Context: an optimization exercise on an open-source flow, tuned for small area and few clock cycles per item. The choices shown serve that exercise and are no tape-out recipe.
The RTL was checked by simulation tests, not by an equivalence proof against the original design.
In this run the design's own scripts or RTL, not TritonCTS, make the clock network.
No driver is modelled on the clock port, so clock power and skew are understated where the tree is cut down; a real chip needs a root buffer or a tree.
Power and IR drop assume default switching activity.

**flow/config.mk**
```make
export PLATFORM = sky130hd
export DESIGN_NAME = udp_ipv4_frame_filter
export DESIGN_NICKNAME = udp_ipv4_frame_filter
export VERILOG_FILES = /design/flow/design.v
export SDC_FILE = /design/flow/constraint.sdc
export NUM_CORES = 4
export LEC_CHECK = 0
export CAP_MARGIN = 0
export CORE_MARGIN = 2
export CORE_UTILIZATION = 40
export SLEW_MARGIN = 0
```
**flow/constraint.sdc**
```tcl
create_clock -name core_clock -period 6.0 [get_ports {clock}]
set_input_delay 1.2000 -clock core_clock [delete_from_list [all_inputs] [get_ports {clock}]]
set_output_delay 1.2000 -clock core_clock [all_outputs]
set_load 0.01 [all_outputs]
```
**flow/design.v**
```verilog
`default_nettype none
module udp_ipv4_frame_filter (
   input  wire           clock,
   input  wire           reset,
   input  wire           req_valid,
   output wire           req_ready,
   input  wire  [7:0]    req_data_byte,
   input  wire           req_is_last,
   output wire           rsp_valid,
   input  wire           rsp_ready,
   output wire           rsp_accepted,
   output wire  [3:0]    rsp_verdict_code,
   output wire  [31:0]   rsp_source_addr,
   output wire  [31:0]   rsp_dest_addr,
   output wire  [6:0]    rsp_payload_offset,
   output wire  [13:0]   rsp_payload_length,
   input  wire           csr_valid,
   output wire           csr_ready,
   input  wire  [1:0]    csr_reg_index,
   input  wire  [31:0]   csr_write_data
);
   logic        en_ff;
   logic [31:0] a_ff, b_ff;
   assign csr_ready = 1'b1;
   always_ff @(posedge clock) begin
      if (reset) begin
         en_ff <= 1'b0;
      end else if (csr_valid && csr_reg_index == 2'd0) begin
         en_ff <= csr_write_data[0];
      end
   end
   always_ff @(posedge clock) begin
      if (reset) begin
         a_ff <= 32'd0;
         b_ff <= 32'd0;
      end else begin
         if (csr_valid && csr_reg_index == 2'd1) a_ff <= csr_write_data;
         if (csr_valid && csr_reg_index == 2'd2) b_ff <= csr_write_data;
      end
   end
   logic [13:0] cnt_ff;      
   logic        pay_ff;      
   logic [3:0]  ihl_ff;
   logic        bad_eth_ff, bad_hdr_ff, bad_proto_ff;
   logic        hit_a_ff, hit_b_ff, hit_src_ff;
   logic [13:0] ulen_ff;     
   logic        big_ff;      
   logic [31:0] src_ff, dst_ff;
   logic        rv_ff;       
   logic [1:0]  fill_ff;     
   logic        filled_ff;
   logic        accept, act, last, xfer, rsp_valid_w;
   logic        pact, udp_full;
   logic        hlen_ok;
   logic        pay_start, pay_inc;
   logic        in_src, in_dst, fill_shift;
   logic [7:0]  din;
   logic [1:0]  k;
   logic [7:0]  a_byte, b_byte;
   logic        eq_a, eq_b, restart;
   logic        at_len, at_bound;
   logic        cnt_clr, cnt_inc;
   logic        short_f, hit, zfill;
   logic [3:0]  code;
   always_comb begin
      xfer   = rsp_valid_w && rsp_ready;
      accept = req_valid && req_ready;
      act    = accept && !rv_ff && !pay_ff;
      pact   = accept && !rv_ff && pay_ff;
      last   = accept && req_is_last;
      hlen_ok = ihl_ff[3] || (ihl_ff[2] && (ihl_ff[1] || ihl_ff[0]));
      pay_start = act && cnt_ff[7:0] == 8'd13 + {2'b0, ihl_ff, 2'b00} && hlen_ok;
      udp_full  = cnt_ff[13:3] != 11'd0;    
      at_len    = !big_ff && udp_full && cnt_ff == ulen_ff;
      at_bound  = cnt_ff[13:7] == 7'h7f && cnt_ff[1:0] == 2'b01 &&
                  cnt_ff[6:2] == 5'd28 - {1'b0, ihl_ff};
      pay_inc   = pact && !at_len && !at_bound;
      in_src = cnt_ff[7:2] == 6'b000110 ? cnt_ff[1] :
               cnt_ff[7:2] == 6'b000111 ? !cnt_ff[1] : 1'b0;    
      in_dst = cnt_ff[7:2] == 6'b000111 ? cnt_ff[1] :
               cnt_ff[7:2] == 6'b001000 ? !cnt_ff[1] : 1'b0;    
      k      = cnt_ff[1:0] ^ 2'b10;
      a_byte = a_ff[8*(3-k) +: 8];
      b_byte = b_ff[8*(3-k) +: 8];
      eq_a   = req_data_byte == a_byte;
      eq_b   = req_data_byte == b_byte;
      restart = cnt_ff[1:0] == 2'b10;
      short_f = !pay_ff && cnt_ff[7:0] < 8'd34;
      hit     = hit_src_ff || hit_a_ff || hit_b_ff;
      if (short_f)                    code = 4'd1;
      else if (bad_eth_ff)            code = 4'd2;
      else if (bad_hdr_ff)            code = 4'd3;
      else if (!pay_ff)               code = 4'd4;
      else if (en_ff && !hit)         code = 4'd5;
      else if (bad_proto_ff)          code = 4'd6;
      else if (!udp_full)             code = 4'd7;
      else if (!big_ff && ulen_ff[13:3] == 11'd0)           code = 4'd8;
      else                            code = 4'd0;
      zfill = short_f || (!pay_ff && hlen_ok);
      rsp_valid_w = rv_ff && (filled_ff || !zfill);
      fill_shift  = rv_ff && zfill;
      din = (fill_shift || bad_eth_ff || bad_hdr_ff) ? 8'd0 : req_data_byte;
   end
   assign req_ready = !rv_ff || xfer;
   always_comb begin
      cnt_clr = reset || xfer || pay_start;
      cnt_inc = !reset && (xfer ? accept : (pay_inc || (act && !cnt_ff[7] && !pay_start)));
   end
   always_ff @(posedge clock) begin
      cnt_ff <= (cnt_clr ? 14'd0 : cnt_ff) + {13'd0, cnt_inc};
      if (reset || xfer) begin
         pay_ff <= 1'b0;
      end else if (pay_start) begin
         pay_ff <= 1'b1;
      end
   end
   always_ff @(posedge clock) begin
      if (reset || xfer) begin
         rv_ff     <= 1'b0;
         fill_ff   <= 2'd0;
         filled_ff <= 1'b0;
      end else begin
         if (last) rv_ff <= 1'b1;
         if (fill_shift) begin
            fill_ff <= fill_ff + 2'd1;
            if (fill_ff == 2'd3) filled_ff <= 1'b1;
         end
      end
      if (!reset && last && xfer) rv_ff <= 1'b1;    
   end
   always_ff @(posedge clock) begin
      if (act) begin
         if (cnt_ff[7:0] == 8'd12) bad_eth_ff <= req_data_byte != 8'h08;
         if (cnt_ff[7:0] == 8'd13) bad_eth_ff <= bad_eth_ff || req_data_byte != 8'h00;
         if (cnt_ff[7:0] == 8'd14) begin
            bad_hdr_ff <= req_data_byte[7:4] != 4'd4 || req_data_byte[3:0] < 4'd5;
         end
         if (cnt_ff[7:0] == 8'd23) bad_proto_ff <= req_data_byte != 8'd17;
         if (in_src || in_dst) begin
            hit_a_ff <= (restart || hit_a_ff) && eq_a;
            hit_b_ff <= (restart || hit_b_ff) && eq_b;
         end
         if (cnt_ff[7:0] == 8'd29) hit_src_ff <= (hit_a_ff && eq_a) || (hit_b_ff && eq_b);
      end
      if (pact) begin
      end
   end
   always_ff @(posedge clock) begin
      if (reset) begin
         ihl_ff  <= 4'd0;
         big_ff  <= 1'b0;
         ulen_ff <= 14'd0;
      end else begin
         if (act && cnt_ff[7:0] == 8'd14) ihl_ff <= req_data_byte[3:0];
         if (pact && cnt_ff == 14'd4) begin
            big_ff        <= req_data_byte[7:6] != 2'd0;
            ulen_ff[13:8] <= req_data_byte[5:0];
         end
         if (pact && cnt_ff == 14'd5) ulen_ff[7:0] <= req_data_byte;
      end
   end
   always_ff @(posedge clock) begin
      if (reset) begin
         src_ff <= 32'd0;
         dst_ff <= 32'd0;
      end else begin
         if ((act && in_src) || fill_shift) src_ff <= {src_ff[23:0], din};
         if ((act && in_dst) || fill_shift) dst_ff <= {dst_ff[23:0], din};
      end
   end
   assign rsp_valid          = rsp_valid_w;
   assign rsp_verdict_code   = code;
   assign rsp_accepted       = code == 4'd0;
   assign rsp_source_addr    = src_ff;
   assign rsp_dest_addr      = dst_ff;
   assign rsp_payload_offset = code == 4'd0 ? {ihl_ff + 5'd5, 2'b10} : 7'd0;
   assign rsp_payload_length = code == 4'd0 ? cnt_ff - 14'd8 : 14'd0;
endmodule
`default_nettype wire
```
**flow/flow/run.sh**
```bash
#!/bin/bash
# the standard layout with three changes: an area-oriented abc script in synthesis,
# the smallest buffer on the ports, and a small hand-built clock tree (flow/mcts.tcl:
# one root buffer driving 12 leaf buffers, each leaf driving one balanced cluster
# of nearby registers) in place of TritonCTS's tree
set -euo pipefail
here=$(pwd)
rm -rf "$here/scripts"
cp -r "$FLOW_HOME/scripts" "$here/scripts"
cp "$here/flow/abc.script" "$here/scripts/abc_speed.script"
export BUFFER_PORTS_ARGS="-buffer_cell sky130_fd_sc_hd__buf_1"
export PRE_CTS_TCL="$here/flow/mcts.tcl"
export MCTS_LEAVES=12 MCTS_LEAF_CELL=sky130_fd_sc_hd__clkbuf_8 MCTS_ROOT_CELL=sky130_fd_sc_hd__clkbuf_8
bash standard.sh SCRIPTS_DIR="$here/scripts" finish > standard_flow.log 2>&1
```
**flow/flow/abc.script**
```
&get -n
&st
&deepsyn -T 60
&dch
&nf -R 1000
&put
topo
```
**flow/flow/mcts.tcl**
```tcl
rename clock_tree_synthesis _bench_cts_unused
proc clock_tree_synthesis { args } {
  set nleaf $::env(MCTS_LEAVES)
  set leafm $::env(MCTS_LEAF_CELL)
  set rootm $::env(MCTS_ROOT_CELL)
  set db [ord::get_db]
  set block [ord::get_db_block]
  set clk [$block findNet clock]
  set sinks {}
  foreach it [$clk getITerms] {
    set inst [$it getInst]
    lassign [$inst getLocation] x y
    set m [$inst getMaster]
    lappend sinks [list $it [expr {$x + [$m getWidth]/2}] [expr {$y + [$m getHeight]/2}]]
  }
  # k-means on the sink locations, seeded along a diagonal sort
  set sorted [lsort -real -index 1 $sinks]
  set n [llength $sorted]
  set cents {}
  for {set k 0} {$k < $nleaf} {incr k} {
    set s [lindex $sorted [expr {int(($k + 0.5) * $n / $nleaf)}]]
    lappend cents [list [lindex $s 1] [lindex $s 2]]
  }
  for {set iter 0} {$iter < 30} {incr iter} {
    # capacitated assignment: every cluster takes at most cap sinks; the pairs are
    # taken nearest first
    set cap [expr {($n + $nleaf - 1) / $nleaf}]
    set pairs {}
    set i 0
    foreach s $sinks {
      for {set k 0} {$k < $nleaf} {incr k} {
        lassign [lindex $cents $k] cx cy
        lappend pairs [list [expr {abs([lindex $s 1]-$cx) + abs([lindex $s 2]-$cy)}] $i $k]
      }
      incr i
    }
    set groups [lrepeat $nleaf {}]
    set size [lrepeat $nleaf 0]
    set done [lrepeat $n 0]
    foreach p [lsort -real -index 0 $pairs] {
      lassign $p d i k
      if {[lindex $done $i] || [lindex $size $k] >= $cap} continue
      lset done $i 1
      lset size $k [expr {[lindex $size $k] + 1}]
      lset groups $k [concat [lindex $groups $k] [list [lindex $sinks $i]]]
    }
    set cents {}
    foreach g $groups {
      set sx 0; set sy 0
      foreach s $g { set sx [expr {$sx + [lindex $s 1]}]; set sy [expr {$sy + [lindex $s 2]}] }
      set c [llength $g]; if {$c == 0} { set c 1 }
      lappend cents [list [expr {int($sx / $c)}] [expr {int($sy / $c)}]]
    }
  }
  set lm [$db findMaster $leafm]
  set drv $clk
  if {$rootm ne ""} {
    set rm [$db findMaster $rootm]
    set rx 0; set ry 0
    foreach c $cents { set rx [expr {$rx + [lindex $c 0]}]; set ry [expr {$ry + [lindex $c 1]}] }
    set rinst [odb::dbInst_create $block $rm clkbuf_root]
    $rinst setLocation [expr {int($rx / $nleaf)}] [expr {int($ry / $nleaf)}]
    $rinst setPlacementStatus PLACED
    set drv [odb::dbNet_create $block clknet_root]
    $drv setSigType CLOCK
    [$rinst findITerm A] connect $clk
    [$rinst findITerm X] connect $drv
  }
  for {set k 0} {$k < $nleaf} {incr k} {
    set g [lindex $groups $k]
    if {[llength $g] == 0} continue
    set inst [odb::dbInst_create $block $lm clkbuf_leaf_$k]
    lassign [lindex $cents $k] cx cy
    $inst setLocation [expr {$cx - [$lm getWidth]/2}] [expr {$cy - [$lm getHeight]/2}]
    $inst setPlacementStatus PLACED
    set net [odb::dbNet_create $block clknet_leaf_$k]
    $net setSigType CLOCK
    [$inst findITerm A] connect $drv
    [$inst findITerm X] connect $net
    foreach s $g {
      set it [lindex $s 0]
      $it disconnect
      $it connect $net
    }
    puts "manual cts: leaf $k drives [llength $g] clock pins"
  }
  set_propagated_clock [all_clocks]
}
```
**flow/standard.sh**
```bash
#!/bin/bash
# synth_recipe.tcl (not shown) runs the flow's synth.tcl, then flattens the netlist and writes it again
# the make line also repeats each setting of config.mk as NAME=value (left out here)
make -C /OpenROAD-flow-scripts/flow DESIGN_CONFIG=/design/flow/config.mk WORK_HOME=/design/flow/orfs CLKGATE_MAP_FILE= SYNTH_SCRIPT=/design/flow/synth_recipe.tcl "${@:-finish}"
```
==> impl_metrics.json <==
{
  "fin_setup_tns_ns": 0,
  "synth.distinct_cells": 45,
  "yosys_warnings": 1,
  "yosysTopAreaCell": "dfxtp_1",
  "drt_drc_violations_left": 0,
  "path_class": "reg -> out",
  "cts_hold_buf": 0,
  "power_density_nw_per_um2": 247,
  "rsz0062_at_grt": "no",
  "gp_congestion": 0.893,
  "synth-simple-area-share": 0.119,
  "period_share": 0.816,
  "cp-startpoint": "cnt_ff[4]",
  "period_needed_ns": 4.89,
  "synth-main-ff-cell": "dfxtp_1",
  "crit_chain": "clkinv_1 > ha_1 > nand2b_1 > or3_1 > nor2_1 > nand2_1 > or4_1 > nor2_1 > clkinv_1 > nand3_1 > clkinv_1 > and3_1 > buf_1",
  "synthCells": 648,
  "ir_worst_vdd_v": 0.000153,
  "grt_pass1_vias": 5522,
  "via_per_inst": 5.73,
  "cap_violations": 0,
  "synth_nets": 704,
  "fin_cells": 1021,
  "hold_viol_final": 0,
  "wire_per_inst_um": 18.7,
  "drt_iter0_drc": 413,
  "max_slew_margin": 0.183,
  "synthAdderAreaFrac": 0.0149,
  "crit_arrival_ns": 3.69,
  "die_w_um": 134,
  "hold_path_startpoint": "dst_ff[27]",
  "layout_common_cells": "167 x dfxtp_1, 149 x a22o_1, 138 x buf_1",
  "drt_wl_total_mm": 19.1,
  "syn-cell-area_sq_um": 6730,
  "critPathCaptureType": "primary output",
  "gr-total-overflow": 0,
  "cts_resized": 0,
  "r2r-start": "cnt_ff[4]",
  "port_buffers": 138,
  "grt_use_total": 0.206,
  "fin_skew_ns": 0.0229,
  "setup_viol": 0,
  "grt_pass1_wl_mm": 30.4,
  "path_common_cell": "clkinv_1",
  "layout_commonest_cell": "dfxtp_1",
  "slowest_stage": "nand3_1",
  "crit_path_max_fanout": 18,
  "cts_setup_buffers": 0,
  "maxSlewViolCount": 0,
  "status": "timing/DRC/antenna clean",
  "layout.nets": 859,
  "clock_latency_ns": 0.48,
  "dp_slack_ns": 1.61,
  "cp-start-kind": "register",
  "hold_path_class": "reg -> reg",
  "setup_ws_ns": 1.11,
  "syn_to_final_growth_pct": 15.4,
  "dp_hpwl_mm": 13.2,
  "avgSynthCellArea_sq_um": 10.4,
  "max_freq_mhz": 204,
  "clk_pin_slew_ns": 0.09,
  "seq_area_frac_synth": 0.523,
  "num_vias": 5855,
  "yosys.area.top_type_share": 0.497,
  "ant_nets": 0,
  "num_io_pins": 141,
  "firstDrtPassIters": 5,
  "synth_seq_cells": 173,
  "required_ns": 4.80,
  "final_cell_area_sq_um": 7770,
  "rows": 47,
  "synth_top_cells_by_area": "dfxtp_1 50%, a22o_1 19%, nor2_1 4.2%",
  "die_h_um": 134,
  "synth_enable_flop_cells": 6,
  "synth_compound_area_frac": 0.271,
  "synth.mux.area_fraction": 0.00149,
  "slowest_delay_ns": 0.49,
  "synth_top_family_by_area": "compound AO/OA/AOI/OAI gates",
  "fill_cells": 1604,
  "core_area_sq_um": 16500,
  "post_dp_cell_area_sq_um": 7590,
  "leakagePower_uw": 0.00291,
  "synth_xor_area_frac": 0.0546,
  "grt_max_degree": 33,
  "dpl.cell_count": 1008,
  "async_flop_share": 0,
  "drive_gt1_frac": 0.0325,
  "diodes": 0,
  "fp.dieArea_sq_um": 17900,
  "start_util": 0.407,
  "worst_pin_slew_ns": 1.21,
  "antenna_found_initial": 0
}
cell usage after synthesis, types with 5 or more instances:
master	number
o21a_1	5
xnor2_1	31
clkinv_1	19
o22ai_1	35
ha_1	8
nand2_1	21
dfxtp_1	167
edfxtp_1	6
a22o_1	149
nor3_1	16
nor4_1	12
a21oi_1	15
nand3_1	11
o21ai_0	10
nor2_1	76
nand4_1	6
xor2_1	11
cells by family (layout without fill, tap and decap cells):
logic type      Yosys count  in the layout
xor+xnor                 42             42
compound gates          232            232
buf+inv                  22            175
mux                       1              1
fa+ha+maj                 8              8
other cells               2              2
flops                   173            173
simple gates            168            168
critical path, delay by kind of cell, from the launching register on:
kind | cells | cell delay [ns]
fa+ha+maj | 1 | 0.17
buf+inv | 4 | 0.67
flops | 1 | 0.48
simple gates | 8 | 1.92
state kept, by name, indices dropped and copies added (netlist names):
signal / cells
bad_proto_ff: 1
ihl_ff: 4
bad_eth_ff: 1
hit_b_ff: 1
big_ff: 1
cnt_ff: 14
rv_ff: 1
b_ff: 32
fill_ff: 2
hit_a_ff: 1
dst_ff: 32
hit_src_ff: 1
src_ff: 32
a_ff: 32
ulen_ff: 14
filled_ff: 1
pay_ff: 1
bad_hdr_ff: 1
en_ff: 1
worst paths after layout:
kind,end,slack (ns),cells past startpoint
hold reg to reg,dst_ff[27],0.48,1
hold / removal,dst_ff[27],0.48,1
setup / recovery,rsp_payload_length[13],1.11,13
setup reg to reg,cnt_ff[13],1.57,22
metal layers:
metal,global-route usage,part of all wire,vias up
li1,-,-,2804
met1,0.299,0.47,2816
met2,0.334,0.45,204
met3,0.0160,0.057,31
met4,0.0455,0.022,0
met5,0,0,-
cell type report:
cell class	instances	area, sq um	share of cell area
buffer	13	179	0.0230
inverter	19	71.3	0.00918
multi-input combinational	453	3160	0.407
sequential	173	3520	0.454
tap	220	275	0.0354
timing repair buffer	143	556	0.0715
power by group:
part	leakage (uW)	total (uW)	switching, uW	internal [uW]
sequential	0.00142	1180	12.2	1170
clock	0.0000935	550	357	193
combinational	0.00140	184	119	64.4
total	0.00291	1920	489	1430
stage by stage:
stage / power (uW) / util / hold slack, ns
floorplan: 1320 / - / 0.437
global placement: 1390 / 0.459 / 0.453
detailed placement: 1390 / 0.459 / 0.460
CTS: 1940 / 0.470 / 0.487
global route: 2000 / 0.470 / 0.503
finish: 1920 / 0.470 / 0.483
Testbench counts, summed over its fixed seeds: cycles 393,172, frames 1,200.

afterwards: timing with drivers on the ports:
In the flow no input, the clock included, has a driving cell. The finished layout below was timed again as built, in two steps. Step 1, drivers: a clkbuf_16 drives clock and a buf_2 each remaining input, both assumed. Step 2 times the ports against the registers' clock, not the clock port: input delays grow and output delays shrink by t, the midpoint of the rising clock arrivals with the driver on. a / b / c = ideal ports / drivers / drivers and shift; a / b = the first two.
t (ns): 0.504
setup WS [ns]: 1.107 / 1.067 / 1.571
cell pins on the clock port's net: 1
After both steps setup and hold are still met in this run. The setup slack of this run moves by -0.040 ns with the drivers and by +0.464 ns with both steps.
